This design comes from an exercise in tuning for small area on the open sky130 flow, not from production work. The RTL was checked by simulation tests, not by an equivalence proof against the original design.

==> build 89: inputs <==
## lif_neuron_grid
module lif_neuron_grid #(
  parameter int WIDTH    = 8,
  parameter int LAYERS   = 3,
  parameter int WEIGHT_W = 4,
  parameter int THR_W    = 6,
  parameter int ACC_W    = 8,
  parameter int REFRAC   = 2
) (
  input  logic             clk,
  input  logic             rst_n,
  input  logic             tick,
  input  logic [WIDTH-1:0] spike_in,
  input  logic             cfg_en,
  input  logic             cfg_data,
  output logic             cfg_out,
  output logic [WIDTH-1:0] spike_out,
  output logic             spike_valid
);
Settings: LEC_CHECK=0, CAP_MARGIN=20, CORE_MARGIN=2, CORE_UTILIZATION=40, SLEW_MARGIN=20, SYNTH_HIERARCHICAL=1; clock period 7.5 ns.
run.sh (not shown) runs the stock make flow with config.mk's settings and CLKGATE_MAP_FILE= SYNTH_SCRIPT=/design/flow/synth_recipe.tcl, a recipe that flattens the netlist after the stock synthesis.
==> inputs of build 2, as changes to build 89 <==
--- a/flow/design.v
+++ b/flow/design.v
@@ -15,33 +15,34 @@
   output logic             cfg_out,
   output logic [WIDTH-1:0] spike_out,
   output logic             spike_valid
 );
   localparam int CFG_W = 20;
   localparam int N     = LAYERS*WIDTH;
   localparam int CHAIN = N*CFG_W;
-  localparam int NR    = (N-1) + 12;    
+  localparam int NR    = 1 + 12;        
   localparam int NX    = CHAIN - NR;    
   function automatic int rpos(input int r);
-    if (r < N-1) rpos = r*CFG_W;
-    else         rpos = (N-1)*CFG_W + (r - (N-1));
+    if (r == 0) rpos = 0;
+    else        rpos = (N-1)*CFG_W + (r - 1);
   endfunction
   function automatic int xpos(input int x);
-    if (x < (N-1)*(CFG_W-1)) xpos = (x/(CFG_W-1))*CFG_W + 1 + x%(CFG_W-1);
-    else                     xpos = (N-1)*CFG_W + 12 + (x - (N-1)*(CFG_W-1));
+    if (x < (N-1)*CFG_W - 1) xpos = x + 1;
+    else                     xpos = (N-1)*CFG_W + 12 + (x - ((N-1)*CFG_W - 1));
   endfunction
   logic [CHAIN-1:0] chain_q, chain_d;
   logic [NR-1:0]    cr_q, cr_d;
   logic [NX-1:0]    cx_q, cx_d;
   logic [4:0]       nsh_q;              
   logic             flushed, top_ok;
   logic [N*8-1:0]   v_q, v_d;
   logic [N-1:0]     spk;
   logic             spike_valid_q;
-  assign flushed = nsh_q[4] & nsh_q[1] & nsh_q[0];    
+  logic             known_q;            
+  assign flushed = nsh_q[4] & nsh_q[2];               
   assign top_ok  = nsh_q[4] | nsh_q[3];               
   always_comb begin
     chain_d = {cfg_data, chain_q[CHAIN-1:1]};
     for (int n = 0; n < N-1; n++)
       chain_d[n*CFG_W] = chain_q[n*CFG_W + 1] & flushed;
     chain_d[(N-1)*CFG_W + 11] = chain_q[(N-1)*CFG_W + 12] & top_ok;
   end
@@ -66,21 +67,24 @@
     end
   end
   always_ff @(posedge clk) begin
     if (cfg_en) cx_q <= cx_d;
   end
   always_ff @(posedge clk or negedge rst_n) begin
     if (!rst_n) begin
-      v_q           <= '0;
       spike_valid_q <= 1'b0;
+      known_q       <= 1'b0;
     end else begin
-      v_q           <= v_d;
       spike_valid_q <= tick & ~cfg_en;
+      if (tick | cfg_en) known_q <= 1'b1;
     end
   end
+  always_ff @(posedge clk) begin
+    v_q <= v_d;
+  end
   genvar gl, gc;
   generate
     for (gl = 0; gl < LAYERS; gl++) begin : g_layer
       logic [WIDTH-1:0] src;
       if (gl == 0) begin : g_src_in
         assign src = spike_in;
       end else begin : g_src_prev
@@ -104,15 +108,15 @@
             .v_q(vq), .cfg(chain_q[NI*CFG_W +: CFG_W]), .tap_l(src[gc-1]), .tap_c(src[gc]),
             .tap_r(src[gc+1]), .tick(tick), .clr(cfg_en), .en(NI == N-1 ? top_ok : flushed), .v_d(v_d[NI*8 +: 8]));
         end
       end
     end
   endgenerate
   assign cfg_out     = chain_q[0];
-  assign spike_out   = spk[N-1 -: WIDTH];
+  assign spike_out   = spk[N-1 -: WIDTH] & {WIDTH{known_q}};
   assign spike_valid = spike_valid_q;
 endmodule
 module lif_neuron_mid (
   input  logic [7:0]  v_q,
   input  logic [19:0] cfg,
   input  logic        tap_l,
   input  logic        tap_c,
@@ -151,37 +155,37 @@
   fa u_t3 (.a(v_q[1]), .b(nx[1]), .c(u_l[1]), .s(t3), .co(t4));
   fa u_t5 (.a(v_q[2]), .b(nx[2]), .c(u_l[2]), .s(t5), .co(t6));
   fa u_t7 (.a(v_q[3]), .b(nx[3]), .c(u_l[3]), .s(t7), .co(t8));
   ha u_t9 (.a(u_c[3]), .b(u_r[3]), .s(t9), .co(t10));
   ha u_t11 (.a(u_c[0]), .b(u_r[0]), .s(t11), .co(t12));
   fa u_t13 (.a(u_c[1]), .b(u_r[1]), .c(t2), .s(t13), .co(t14));
   fa u_t15 (.a(u_c[2]), .b(u_r[2]), .c(t4), .s(t15), .co(t16));
-  fa u_t17 (.a(t6), .b(t7), .c(1'b1), .s(t17), .co(t18));
+  fa u_t17 (.a(t6), .b(t7), .c(en), .s(t17), .co(t18));
   fa u_t19 (.a(v_q[4]), .b(nx[4]), .c(t8), .s(t19), .co(t20));
   ha u_t21 (.a(v_q[5]), .b(nx[5]), .s(t21), .co(t22));
   ha u_t23 (.a(v_q[6]), .b(nx[6]), .s(t23), .co(t24));
   assign t25 = ~t1;
   fa u_t26 (.a(t3), .b(t12), .c(t13), .s(t26), .co(t27));
   fa u_t28 (.a(t5), .b(t14), .c(t15), .s(t28), .co(t29));
   fa u_t30 (.a(t9), .b(t16), .c(t17), .s(t30), .co(t31));
   fa u_t32 (.a(t10), .b(t18), .c(t19), .s(t32), .co(t33));
-  fa u_t34 (.a(t20), .b(t21), .c(1'b1), .s(t34), .co(t35));
-  fa u_t36 (.a(t22), .b(t23), .c(1'b1), .s(t36), .co(t37));
+  fa u_t34 (.a(t20), .b(t21), .c(en), .s(t34), .co(t35));
+  fa u_t36 (.a(t22), .b(t23), .c(en), .s(t36), .co(t37));
   ha u_t38 (.a(t11), .b(t25), .s(t38), .co(t39));
   fa u_t40 (.a(t1), .b(t26), .c(t39), .s(t40), .co(t41));
   fa u_t42 (.a(t27), .b(t28), .c(t41), .s(t42), .co(t43));
   fa u_t44 (.a(t29), .b(t30), .c(t43), .s(t44), .co(t45));
   fa u_t46 (.a(t31), .b(t32), .c(t45), .s(t46), .co(t47));
   fa u_t48 (.a(t33), .b(t34), .c(t47), .s(t48), .co(t49));
   fa u_t50 (.a(t35), .b(t36), .c(t49), .s(t50), .co(t51));
   fa u_t52 (.a(t24), .b(t37), .c(t51), .s(t52), .co(t53));
   assign raw = {1'b1 ^ t53, t52, t50, t48, t46, t44, t42, t40, t38};
   logic [6:0] g;
-  assign g[0] = 1'b1;
   always_comb begin
+    g[0] = 1'b1;
     for (int i = 0; i < 6; i++)
       g[i+1] = (raw[i] & ~thr[i]) | ((raw[i] | ~thr[i]) & g[i]);
   end
   logic thr_nz, ge, fire, in_ref, ovf_n;
   assign thr_nz = en & (|thr);
   assign ge     = ~raw[8] & (raw[7] | raw[6] | g[6]);
   assign fire   = thr_nz & ge;
@@ -191,15 +195,15 @@
   assign h   = ~tick & ~clr;
   assign act = tick & ~clr;
   assign nr  = act & ~in_ref;
   assign f   = nr & fire;
   assign q   = nr & ~fire & thr_nz;
   assign p   = q & ~ovf_n;
   assign v_d[7]   = (h & v_q[7]) | (q & raw[8]);
-  assign v_d[6]   = (h & v_q[6]) | (act & in_ref & v_q[0]) | f | (p & raw[6]);
+  assign v_d[6]   = (h & v_q[6]) | (act & en & in_ref & v_q[0]) | f | (p & raw[6]);
   assign v_d[5:1] = ({5{h}} & v_q[5:1]) | ({5{p}} & raw[5:1]);
   assign v_d[0]   = (h & v_q[0]) | f | (p & raw[0]);
 endmodule
 module lif_neuron_left (
   input  logic [7:0]  v_q,
   input  logic [19:0] cfg,
   input  logic        tap_l,
@@ -239,36 +243,36 @@
   ha u_t3 (.a(v_q[1]), .b(nx[1]), .s(t3), .co(t4));
   ha u_t5 (.a(v_q[2]), .b(nx[2]), .s(t5), .co(t6));
   ha u_t7 (.a(v_q[3]), .b(nx[3]), .s(t7), .co(t8));
   ha u_t9 (.a(u_c[0]), .b(u_r[0]), .s(t9), .co(t10));
   fa u_t11 (.a(u_c[1]), .b(u_r[1]), .c(t2), .s(t11), .co(t12));
   fa u_t13 (.a(u_c[2]), .b(u_r[2]), .c(t4), .s(t13), .co(t14));
   fa u_t15 (.a(u_c[3]), .b(u_r[3]), .c(t6), .s(t15), .co(t16));
-  fa u_t17 (.a(v_q[4]), .b(nx[4]), .c(1'b1), .s(t17), .co(t18));
+  fa u_t17 (.a(v_q[4]), .b(nx[4]), .c(en), .s(t17), .co(t18));
   ha u_t19 (.a(v_q[5]), .b(nx[5]), .s(t19), .co(t20));
   ha u_t21 (.a(v_q[6]), .b(nx[6]), .s(t21), .co(t22));
   assign t23 = ~t1;
   fa u_t24 (.a(t3), .b(t10), .c(t11), .s(t24), .co(t25));
   fa u_t26 (.a(t5), .b(t12), .c(t13), .s(t26), .co(t27));
   fa u_t28 (.a(t7), .b(t14), .c(t15), .s(t28), .co(t29));
   fa u_t30 (.a(t8), .b(t16), .c(t17), .s(t30), .co(t31));
-  fa u_t32 (.a(t18), .b(t19), .c(1'b1), .s(t32), .co(t33));
-  fa u_t34 (.a(t20), .b(t21), .c(1'b1), .s(t34), .co(t35));
+  fa u_t32 (.a(t18), .b(t19), .c(en), .s(t32), .co(t33));
+  fa u_t34 (.a(t20), .b(t21), .c(en), .s(t34), .co(t35));
   ha u_t36 (.a(t9), .b(t23), .s(t36), .co(t37));
   fa u_t38 (.a(t1), .b(t24), .c(t37), .s(t38), .co(t39));
   fa u_t40 (.a(t25), .b(t26), .c(t39), .s(t40), .co(t41));
   fa u_t42 (.a(t27), .b(t28), .c(t41), .s(t42), .co(t43));
   fa u_t44 (.a(t29), .b(t30), .c(t43), .s(t44), .co(t45));
   fa u_t46 (.a(t31), .b(t32), .c(t45), .s(t46), .co(t47));
   fa u_t48 (.a(t33), .b(t34), .c(t47), .s(t48), .co(t49));
   fa u_t50 (.a(t22), .b(t35), .c(t49), .s(t50), .co(t51));
   assign raw = {1'b1 ^ t51, t50, t48, t46, t44, t42, t40, t38, t36};
   logic [6:0] g;
-  assign g[0] = 1'b1;
   always_comb begin
+    g[0] = 1'b1;
     for (int i = 0; i < 6; i++)
       g[i+1] = (raw[i] & ~thr[i]) | ((raw[i] | ~thr[i]) & g[i]);
   end
   logic thr_nz, ge, fire, in_ref, ovf_n;
   assign thr_nz = en & (|thr);
   assign ge     = ~raw[8] & (raw[7] | raw[6] | g[6]);
   assign fire   = thr_nz & ge;
@@ -278,15 +282,15 @@
   assign h   = ~tick & ~clr;
   assign act = tick & ~clr;
   assign nr  = act & ~in_ref;
   assign f   = nr & fire;
   assign q   = nr & ~fire & thr_nz;
   assign p   = q & ~ovf_n;
   assign v_d[7]   = (h & v_q[7]) | (q & raw[8]);
-  assign v_d[6]   = (h & v_q[6]) | (act & in_ref & v_q[0]) | f | (p & raw[6]);
+  assign v_d[6]   = (h & v_q[6]) | (act & en & in_ref & v_q[0]) | f | (p & raw[6]);
   assign v_d[5:1] = ({5{h}} & v_q[5:1]) | ({5{p}} & raw[5:1]);
   assign v_d[0]   = (h & v_q[0]) | f | (p & raw[0]);
 endmodule
 module lif_neuron_right (
   input  logic [7:0]  v_q,
   input  logic [19:0] cfg,
   input  logic        tap_l,
@@ -326,36 +330,36 @@
   ha u_t3 (.a(v_q[1]), .b(nx[1]), .s(t3), .co(t4));
   ha u_t5 (.a(v_q[2]), .b(nx[2]), .s(t5), .co(t6));
   ha u_t7 (.a(v_q[3]), .b(nx[3]), .s(t7), .co(t8));
   ha u_t9 (.a(u_l[0]), .b(u_c[0]), .s(t9), .co(t10));
   fa u_t11 (.a(u_l[1]), .b(u_c[1]), .c(t2), .s(t11), .co(t12));
   fa u_t13 (.a(u_l[2]), .b(u_c[2]), .c(t4), .s(t13), .co(t14));
   fa u_t15 (.a(u_l[3]), .b(u_c[3]), .c(t6), .s(t15), .co(t16));
-  fa u_t17 (.a(v_q[4]), .b(nx[4]), .c(1'b1), .s(t17), .co(t18));
+  fa u_t17 (.a(v_q[4]), .b(nx[4]), .c(en), .s(t17), .co(t18));
   ha u_t19 (.a(v_q[5]), .b(nx[5]), .s(t19), .co(t20));
   ha u_t21 (.a(v_q[6]), .b(nx[6]), .s(t21), .co(t22));
   assign t23 = ~t1;
   fa u_t24 (.a(t3), .b(t10), .c(t11), .s(t24), .co(t25));
   fa u_t26 (.a(t5), .b(t12), .c(t13), .s(t26), .co(t27));
   fa u_t28 (.a(t7), .b(t14), .c(t15), .s(t28), .co(t29));
   fa u_t30 (.a(t8), .b(t16), .c(t17), .s(t30), .co(t31));
-  fa u_t32 (.a(t18), .b(t19), .c(1'b1), .s(t32), .co(t33));
-  fa u_t34 (.a(t20), .b(t21), .c(1'b1), .s(t34), .co(t35));
+  fa u_t32 (.a(t18), .b(t19), .c(en), .s(t32), .co(t33));
+  fa u_t34 (.a(t20), .b(t21), .c(en), .s(t34), .co(t35));
   ha u_t36 (.a(t9), .b(t23), .s(t36), .co(t37));
   fa u_t38 (.a(t1), .b(t24), .c(t37), .s(t38), .co(t39));
   fa u_t40 (.a(t25), .b(t26), .c(t39), .s(t40), .co(t41));
   fa u_t42 (.a(t27), .b(t28), .c(t41), .s(t42), .co(t43));
   fa u_t44 (.a(t29), .b(t30), .c(t43), .s(t44), .co(t45));
   fa u_t46 (.a(t31), .b(t32), .c(t45), .s(t46), .co(t47));
   fa u_t48 (.a(t33), .b(t34), .c(t47), .s(t48), .co(t49));
   fa u_t50 (.a(t22), .b(t35), .c(t49), .s(t50), .co(t51));
   assign raw = {1'b1 ^ t51, t50, t48, t46, t44, t42, t40, t38, t36};
   logic [6:0] g;
-  assign g[0] = 1'b1;
   always_comb begin
+    g[0] = 1'b1;
     for (int i = 0; i < 6; i++)
       g[i+1] = (raw[i] & ~thr[i]) | ((raw[i] | ~thr[i]) & g[i]);
   end
   logic thr_nz, ge, fire, in_ref, ovf_n;
   assign thr_nz = en & (|thr);
   assign ge     = ~raw[8] & (raw[7] | raw[6] | g[6]);
   assign fire   = thr_nz & ge;
@@ -365,15 +369,15 @@
   assign h   = ~tick & ~clr;
   assign act = tick & ~clr;
   assign nr  = act & ~in_ref;
   assign f   = nr & fire;
   assign q   = nr & ~fire & thr_nz;
   assign p   = q & ~ovf_n;
   assign v_d[7]   = (h & v_q[7]) | (q & raw[8]);
-  assign v_d[6]   = (h & v_q[6]) | (act & in_ref & v_q[0]) | f | (p & raw[6]);
+  assign v_d[6]   = (h & v_q[6]) | (act & en & in_ref & v_q[0]) | f | (p & raw[6]);
   assign v_d[5:1] = ({5{h}} & v_q[5:1]) | ({5{p}} & raw[5:1]);
   assign v_d[0]   = (h & v_q[0]) | f | (p & raw[0]);
 endmodule
 module fa (
   input  logic a,
   input  logic b,
   input  logic c,
==> flow/flow/run.sh (new file) <==
#!/bin/bash
# The standard layout (standard.sh: ORFS synthesis through finish, unchanged), with
# one change to clock-tree synthesis: no dummy loads, clkbuf_16 only, and sink clusters of
# up to 30 flip-flops within 60 um. Every tool's output goes to logs in this folder.
set -euo pipefail
export CTS_ARGS="-sink_clustering_enable -repair_clock_nets -dont_use_dummy_load -sink_clustering_size 30 -sink_clustering_max_diameter 60 -buf_list sky130_fd_sc_hd__clkbuf_16"
bash standard.sh > standard.log 2>&1
==> flow/standard.sh (new file) <==
#!/bin/bash
# synth_recipe.tcl (not shown) runs the flow's synth.tcl, then flattens the netlist and writes it again
# the make line also repeats each setting of config.mk as NAME=value (left out here)
make -C /OpenROAD-flow-scripts/flow DESIGN_CONFIG=/design/flow/config.mk WORK_HOME=/design/flow/orfs CLKGATE_MAP_FILE= SYNTH_SCRIPT=/design/flow/synth_recipe.tcl "${@:-finish}"
==> flow/config.mk (replaced) <==
export PLATFORM = sky130hd
export DESIGN_NAME = lif_neuron_grid
export DESIGN_NICKNAME = lif_neuron_grid
export VERILOG_FILES = /design/flow/design.v
export SDC_FILE = /design/flow/constraint.sdc
export NUM_CORES = 4
export LEC_CHECK = 0
export CAP_MARGIN = 20
export CORE_MARGIN = 2
export CORE_UTILIZATION = 60
export SLEW_MARGIN = 20
export SYNTH_HIERARCHICAL = 1
removed: flow/run.sh
==> inputs of trial 45, as changes to build 89 <==
--- a/flow/design.v
+++ b/flow/design.v
@@ -15,33 +15,34 @@
   output logic             cfg_out,
   output logic [WIDTH-1:0] spike_out,
   output logic             spike_valid
 );
   localparam int CFG_W = 20;
   localparam int N     = LAYERS*WIDTH;
   localparam int CHAIN = N*CFG_W;
-  localparam int NR    = (N-1) + 12;    
+  localparam int NR    = 1 + 12;        
   localparam int NX    = CHAIN - NR;    
   function automatic int rpos(input int r);
-    if (r < N-1) rpos = r*CFG_W;
-    else         rpos = (N-1)*CFG_W + (r - (N-1));
+    if (r == 0) rpos = 0;
+    else        rpos = (N-1)*CFG_W + (r - 1);
   endfunction
   function automatic int xpos(input int x);
-    if (x < (N-1)*(CFG_W-1)) xpos = (x/(CFG_W-1))*CFG_W + 1 + x%(CFG_W-1);
-    else                     xpos = (N-1)*CFG_W + 12 + (x - (N-1)*(CFG_W-1));
+    if (x < (N-1)*CFG_W - 1) xpos = x + 1;
+    else                     xpos = (N-1)*CFG_W + 12 + (x - ((N-1)*CFG_W - 1));
   endfunction
   logic [CHAIN-1:0] chain_q, chain_d;
   logic [NR-1:0]    cr_q, cr_d;
   logic [NX-1:0]    cx_q, cx_d;
   logic [4:0]       nsh_q;              
   logic             flushed, top_ok;
   logic [N*8-1:0]   v_q, v_d;
   logic [N-1:0]     spk;
   logic             spike_valid_q;
-  assign flushed = nsh_q[4] & nsh_q[1] & nsh_q[0];    
+  logic             known_q;            
+  assign flushed = nsh_q[4] & nsh_q[2];               
   assign top_ok  = nsh_q[4] | nsh_q[3];               
   always_comb begin
     chain_d = {cfg_data, chain_q[CHAIN-1:1]};
     for (int n = 0; n < N-1; n++)
       chain_d[n*CFG_W] = chain_q[n*CFG_W + 1] & flushed;
     chain_d[(N-1)*CFG_W + 11] = chain_q[(N-1)*CFG_W + 12] & top_ok;
   end
@@ -66,21 +67,24 @@
     end
   end
   always_ff @(posedge clk) begin
     if (cfg_en) cx_q <= cx_d;
   end
   always_ff @(posedge clk or negedge rst_n) begin
     if (!rst_n) begin
-      v_q           <= '0;
       spike_valid_q <= 1'b0;
+      known_q       <= 1'b0;
     end else begin
-      v_q           <= v_d;
       spike_valid_q <= tick & ~cfg_en;
+      if (tick | cfg_en) known_q <= 1'b1;
     end
   end
+  always_ff @(posedge clk) begin
+    v_q <= v_d;
+  end
   genvar gl, gc;
   generate
     for (gl = 0; gl < LAYERS; gl++) begin : g_layer
       logic [WIDTH-1:0] src;
       if (gl == 0) begin : g_src_in
         assign src = spike_in;
       end else begin : g_src_prev
@@ -104,15 +108,15 @@
             .v_q(vq), .cfg(chain_q[NI*CFG_W +: CFG_W]), .tap_l(src[gc-1]), .tap_c(src[gc]),
             .tap_r(src[gc+1]), .tick(tick), .clr(cfg_en), .en(NI == N-1 ? top_ok : flushed), .v_d(v_d[NI*8 +: 8]));
         end
       end
     end
   endgenerate
   assign cfg_out     = chain_q[0];
-  assign spike_out   = spk[N-1 -: WIDTH];
+  assign spike_out   = spk[N-1 -: WIDTH] & {WIDTH{known_q}};
   assign spike_valid = spike_valid_q;
 endmodule
 module lif_neuron_mid (
   input  logic [7:0]  v_q,
   input  logic [19:0] cfg,
   input  logic        tap_l,
   input  logic        tap_c,
@@ -191,15 +195,15 @@
   assign h   = ~tick & ~clr;
   assign act = tick & ~clr;
   assign nr  = act & ~in_ref;
   assign f   = nr & fire;
   assign q   = nr & ~fire & thr_nz;
   assign p   = q & ~ovf_n;
   assign v_d[7]   = (h & v_q[7]) | (q & raw[8]);
-  assign v_d[6]   = (h & v_q[6]) | (act & in_ref & v_q[0]) | f | (p & raw[6]);
+  assign v_d[6]   = (h & v_q[6]) | (act & en & in_ref & v_q[0]) | f | (p & raw[6]);
   assign v_d[5:1] = ({5{h}} & v_q[5:1]) | ({5{p}} & raw[5:1]);
   assign v_d[0]   = (h & v_q[0]) | f | (p & raw[0]);
 endmodule
 module lif_neuron_left (
   input  logic [7:0]  v_q,
   input  logic [19:0] cfg,
   input  logic        tap_l,
@@ -278,15 +282,15 @@
   assign h   = ~tick & ~clr;
   assign act = tick & ~clr;
   assign nr  = act & ~in_ref;
   assign f   = nr & fire;
   assign q   = nr & ~fire & thr_nz;
   assign p   = q & ~ovf_n;
   assign v_d[7]   = (h & v_q[7]) | (q & raw[8]);
-  assign v_d[6]   = (h & v_q[6]) | (act & in_ref & v_q[0]) | f | (p & raw[6]);
+  assign v_d[6]   = (h & v_q[6]) | (act & en & in_ref & v_q[0]) | f | (p & raw[6]);
   assign v_d[5:1] = ({5{h}} & v_q[5:1]) | ({5{p}} & raw[5:1]);
   assign v_d[0]   = (h & v_q[0]) | f | (p & raw[0]);
 endmodule
 module lif_neuron_right (
   input  logic [7:0]  v_q,
   input  logic [19:0] cfg,
   input  logic        tap_l,
@@ -365,15 +369,15 @@
   assign h   = ~tick & ~clr;
   assign act = tick & ~clr;
   assign nr  = act & ~in_ref;
   assign f   = nr & fire;
   assign q   = nr & ~fire & thr_nz;
   assign p   = q & ~ovf_n;
   assign v_d[7]   = (h & v_q[7]) | (q & raw[8]);
-  assign v_d[6]   = (h & v_q[6]) | (act & in_ref & v_q[0]) | f | (p & raw[6]);
+  assign v_d[6]   = (h & v_q[6]) | (act & en & in_ref & v_q[0]) | f | (p & raw[6]);
   assign v_d[5:1] = ({5{h}} & v_q[5:1]) | ({5{p}} & raw[5:1]);
   assign v_d[0]   = (h & v_q[0]) | f | (p & raw[0]);
 endmodule
 module fa (
   input  logic a,
   input  logic b,
   input  logic c,
==> flow/config.mk (replaced) <==
export PLATFORM = sky130hd
export DESIGN_NAME = lif_neuron_grid
export DESIGN_NICKNAME = lif_neuron_grid
export VERILOG_FILES = /design/flow/design.v
export SDC_FILE = /design/flow/constraint.sdc
export NUM_CORES = 4
export LEC_CHECK = 0
export CAP_MARGIN = 20
export CORE_MARGIN = 2
export CORE_UTILIZATION = 60
export SLEW_MARGIN = 20
export SYNTH_HIERARCHICAL = 1
==> out/qor.yml <==
status: "timing/DRC/antenna clean"
met3_usage_pct: 2.175
grt_pass1_wl_mm: 146.5
# the run above: build 89

==> out/qor.yml <==
wl_met1_mm: 38.50
grt_pass1_wl_mm: 141.1
met3_usage_pct: 2.587
status: "timing/DRC/antenna clean"
worstSetupPathType: "primary input to register"
largestClassByArea: "multi-input gates"
# the run above: build 2

==> out/qor.yml <==
status: "timing/DRC/antenna clean"
final_cell_mix: "480 x fa_1, 467 x edfxtp_1, 198 x nand2_1, 198 x and2_1"
worstSetupPathType: "primary input to register"
cp_common_cell: "fa_1"
# the run above: trial 45

[port drivers added, routing unchanged]
How much do the figures lean on ideal ports? The routed layouts below were timed once more, with nothing changed but the port constraints. Step 1, drivers: a clkbuf_16 drives clk and a buf_2 each remaining input, both assumed. Step 2 also shifts input and output timing later by t, the mid clock arrival at the registers, as if the neighbouring blocks saw the same clock. a / b / c = ideal ports / drivers / drivers and shift; a / b = the first two.
run | t, ns | slack for setup (ns) | worst slew at a driven data input, ns | cell pins on the clock port's net
build 89 | 0.688 | 0.691 / 0.735 / 0.047 | 0.05 | 1
build 2 | 0.680 | 0.646 / 0.688 / 0.008 | 0.07 | 1
trial 45 | 0.676 | 0.620 / 0.667 / -0.009 | 0.06 | 1
Met with ideal ports but missed after step 2: setup timing in trial 45. The setup slack of build 89, which loses most, moves by +0.044 ns with the drivers and by -0.644 ns with both steps.
